Background: an optimization exercise with open tools, aiming at small area, a short achievable clock period and few clock cycles per item. Do not read the settings as production practice.
Where RTL was checked, it was by simulation tests only, not by an equivalence proof against the original.

Design pow_stream, start of the top module:
module pow_stream #(
  parameter int DATA_W = 32,
  parameter int EXP_W  = 3,
  parameter int ID_W   = 1
) (
  input  logic              clk,
  input  logic              aresetn,
  input  logic              s_tvalid,
  output logic              s_tready,
  input  logic [DATA_W-1:0] s_tdata,
  input  logic [EXP_W-1:0]  s_texp,
  input  logic [ID_W-1:0]   s_tid,
  input  logic              s_tlast,
  output logic              m_tvalid,
  input  logic              m_tready,
  output logic [DATA_W-1:0] m_tdata,
  output logic [ID_W-1:0]   m_tid,
  output logic              m_tlast,
  output logic              m_tovf
);
Size in the first run: ~2,600 cells after synthesis, about 0.024 mm² of cells after synthesis.
clock: 7.6 ns
lec_check: 0
cap_margin: 20
core_margin: 2
core_utilization: 40
setup_slack_margin: 2.0
slew_margin: 20
tns_end_percent: 0
run.sh (not shown) runs the stock make flow with config.mk's settings and CLKGATE_MAP_FILE= SYNTH_SCRIPT=/design/flow/synth_recipe.tcl, a recipe that flattens the netlist after the stock synthesis.
Rerun with:
- SETUP_SLACK_MARGIN: 2.0 -> 1.0
Utilization is about the same.
Via count barely changes.
Die area does not change.
Rerun with:
- SETUP_SLACK_MARGIN: 1.0 -> 3.0
After rerunning: The new run finished clean; synthesized cell count does not change; via count rises by 3.2%; routed wire length came out higher by 6.4%.
No functional check of the RTL was part of any run of this note.


pow_stream, a different RTL version from the one above (not shown whole).
Size in the first run: roughly 110 flip-flops, roughly 78 I/O pins.
Settings: LEC_CHECK=0, CAP_MARGIN=20, CORE_MARGIN=2, CORE_UTILIZATION=40, SETUP_SLACK_MARGIN=0.75, SLEW_MARGIN=20, TNS_END_PERCENT=0; clock period 7.6 ns.
The first run finished with timing, DRC and antenna clean.
Testbench counts at the start, summed over its fixed seeds: cycles 16,916, items 8,000.
Rerun with:
--- a/flow/config.mk
+++ b/flow/config.mk
@@ -8,6 +8,6 @@
 export CAP_MARGIN = 20
 export CORE_MARGIN = 2
-export CORE_UTILIZATION = 40
-export SETUP_SLACK_MARGIN = 0.75
+export CORE_UTILIZATION = 60
+export SETUP_SLACK_MARGIN = 1.0
 export SLEW_MARGIN = 20
 export TNS_END_PERCENT = 0
Result: The new run produced a clean layout; area after synthesis does not change; sequential share of layout area goes down by 0.47 points; core utilization climbs by 27 points; maximum frequency shrinks by 0.36%; routed wire length rose by 1.6%; register-to-register slack degrades by 0.02 ns.


## rev 12
Another version of the RTL of pow_stream (not shown whole).
For scale: roughly 2300 cells after synthesis, roughly 78 I/O pins.
make LEC_CHECK=0 CAP_MARGIN=20 CORE_MARGIN=2 CORE_UTILIZATION=40 SETUP_SLACK_MARGIN=5.0 SLEW_MARGIN=20 TNS_END_PERCENT=0 finish   # period 7.6 ns
Rev 12 was carried through to the last stage, and its layout satisfied the timing, DRC and antenna checks.
Testbench counts of rev 12, summed over its fixed seeds: cycles 18,241, items 8,000.
### rev 12 -> rev 13
Settings: swapping 5.0 for 4.5 in SETUP_SLACK_MARGIN; swapping 40 for 30 in CORE_UTILIZATION.
## What came out
- Rev 13 did not stop at any stage, and its layout met the timing, DRC and antenna checks.
- Rev 12: all stages complete, timing, DRC and antenna checks passed
- In the metrics for rev 12 and rev 13, the one carrying the higher global-route wire length before repair is rev 13.
- As of rev 13, final cell count without fillers had risen by a few percent compared to rev 12.
- When rev 13 is measured against rev 12, its proportion of cell area occupied by registers turns out 0.22 points lower.
- Rev 12 vs rev 13, top layer used by detailed routing: met4 vs met5
- From rev 12 to rev 13 the numbers moved as follows: area growth from synthesis to layout shows an increase of 0.85 points; clock period minus worst slack shows a reduction of 0.014 ns; die area shows an increase of 33%.


pow_stream, a different RTL version from the one above (not shown whole).
Size: roughly 2400 cells after synthesis, roughly 320 flip-flops, ~78 I/O pins.
Settings: LEC_CHECK=0, CAP_MARGIN=20, CORE_MARGIN=2, CORE_UTILIZATION=55, SETUP_SLACK_MARGIN=4.5, SLEW_MARGIN=20, TNS_END_PERCENT=0; clock period 7.6 ns.
Testbench counts at the start, summed over its fixed seeds: cycles 18,241, items 8,000.
Rerun with:
- ABC_AREA: unset -> 1
- CORE_UTILIZATION: 55 -> 40
Result: The new run completed with no timing, DRC or antenna violations; flip-flop and latch count is unchanged; non-clock buffer count went up by 78; clock-buffer cell count went up by 6; setup slack got worse by 0.069 ns; clock skew went down by 0.017 ns; sequential share of layout area went down by 1.0 points; via count went up by 20%.
Rerun with:
- ABC_AREA: 1 -> unset
- SETUP_SLACK_MARGIN: 4.5 -> 4.0
Outcome: Design area fell by 2.0%; routed wire length fell by 14%; worst setup slack is better by 0.089 ns.
Rerun with:
- SETUP_SLACK_MARGIN: 4.0 -> 3.5
- The changed run finished clean
- die area stays the same
- setup slack degrades by 0.020 ns
- routed wire length decreases by 3.6%
- global-route usage fell by 1.2 points
- final area goes down by 1.8%
- critical path depth drops by 2
Rerun with:
- SETUP_SLACK_MARGIN: 3.5 -> 3.0
Effect: The new run finished with timing, DRC and antenna clean. Setup slack degrades by 0.60 ns. Non-clock buffer count drops by 105. Wire length drops by 7.9%.

port drivers added, routing unchanged:
In the flow no input, the clock included, has a driving cell. The finished layouts below were timed again as built, in two steps.
Step 1 (the two cells are an assumption about what drives the block):
set clk [get_ports {clk}]
set_driving_cell -lib_cell sky130_fd_sc_hd__clkbuf_16 $clk
set_driving_cell -lib_cell sky130_fd_sc_hd__buf_2 [delete_from_list [all_inputs] $clk]
Step 2 also shifts input and output timing later by t, the mid clock arrival at the registers, as if the neighbouring blocks saw the same clock.
a / b / c = ideal ports / drivers / drivers and shift; a / b = the first two.
| run | shift t [ns] | setup WS [ns] | worst setup path after step 2 |
|---|---|---|---|
| the first run of note 1 | 0.617 | 2.323 / 2.323 / 2.323 | register to register |
| the second run of note 1 | 0.619 | 1.998 / 1.998 / 1.998 | register to register |
| the third run of note 1 | 0.613 | 2.940 / 2.936 / 2.936 | input to output |
| the first run of note 2 | 0.450 | 0.924 / 0.924 / 0.924 | register to register |
| the second run of note 2 | 0.423 | 0.900 / 0.900 / 0.900 | register to register |
| rev 12 | 0.613 | 3.549 / 3.549 / 3.270 | input to register |
| rev 13 | 0.611 | 3.563 / 3.540 / 3.074 | input to register |
| the first run of note 4 | 0.625 | 3.521 / 3.521 / 3.167 | input to register |
| the second run of note 4 | 0.651 | 3.452 / 3.452 / 3.091 | input to register |
| the third run of note 4 | 0.623 | 3.541 / 3.541 / 3.173 | input to register |
| the fourth run of note 4 | 0.599 | 3.521 / 3.521 / 3.118 | input to register |
| the fifth run of note 4 | 0.582 | 2.921 / 2.921 / 2.921 | register to register |
After both steps setup and hold are still met in every run listed. For rev 13, which loses most, drivers alone change the setup slack by -0.023 ns; drivers and shift together by -0.489 ns.
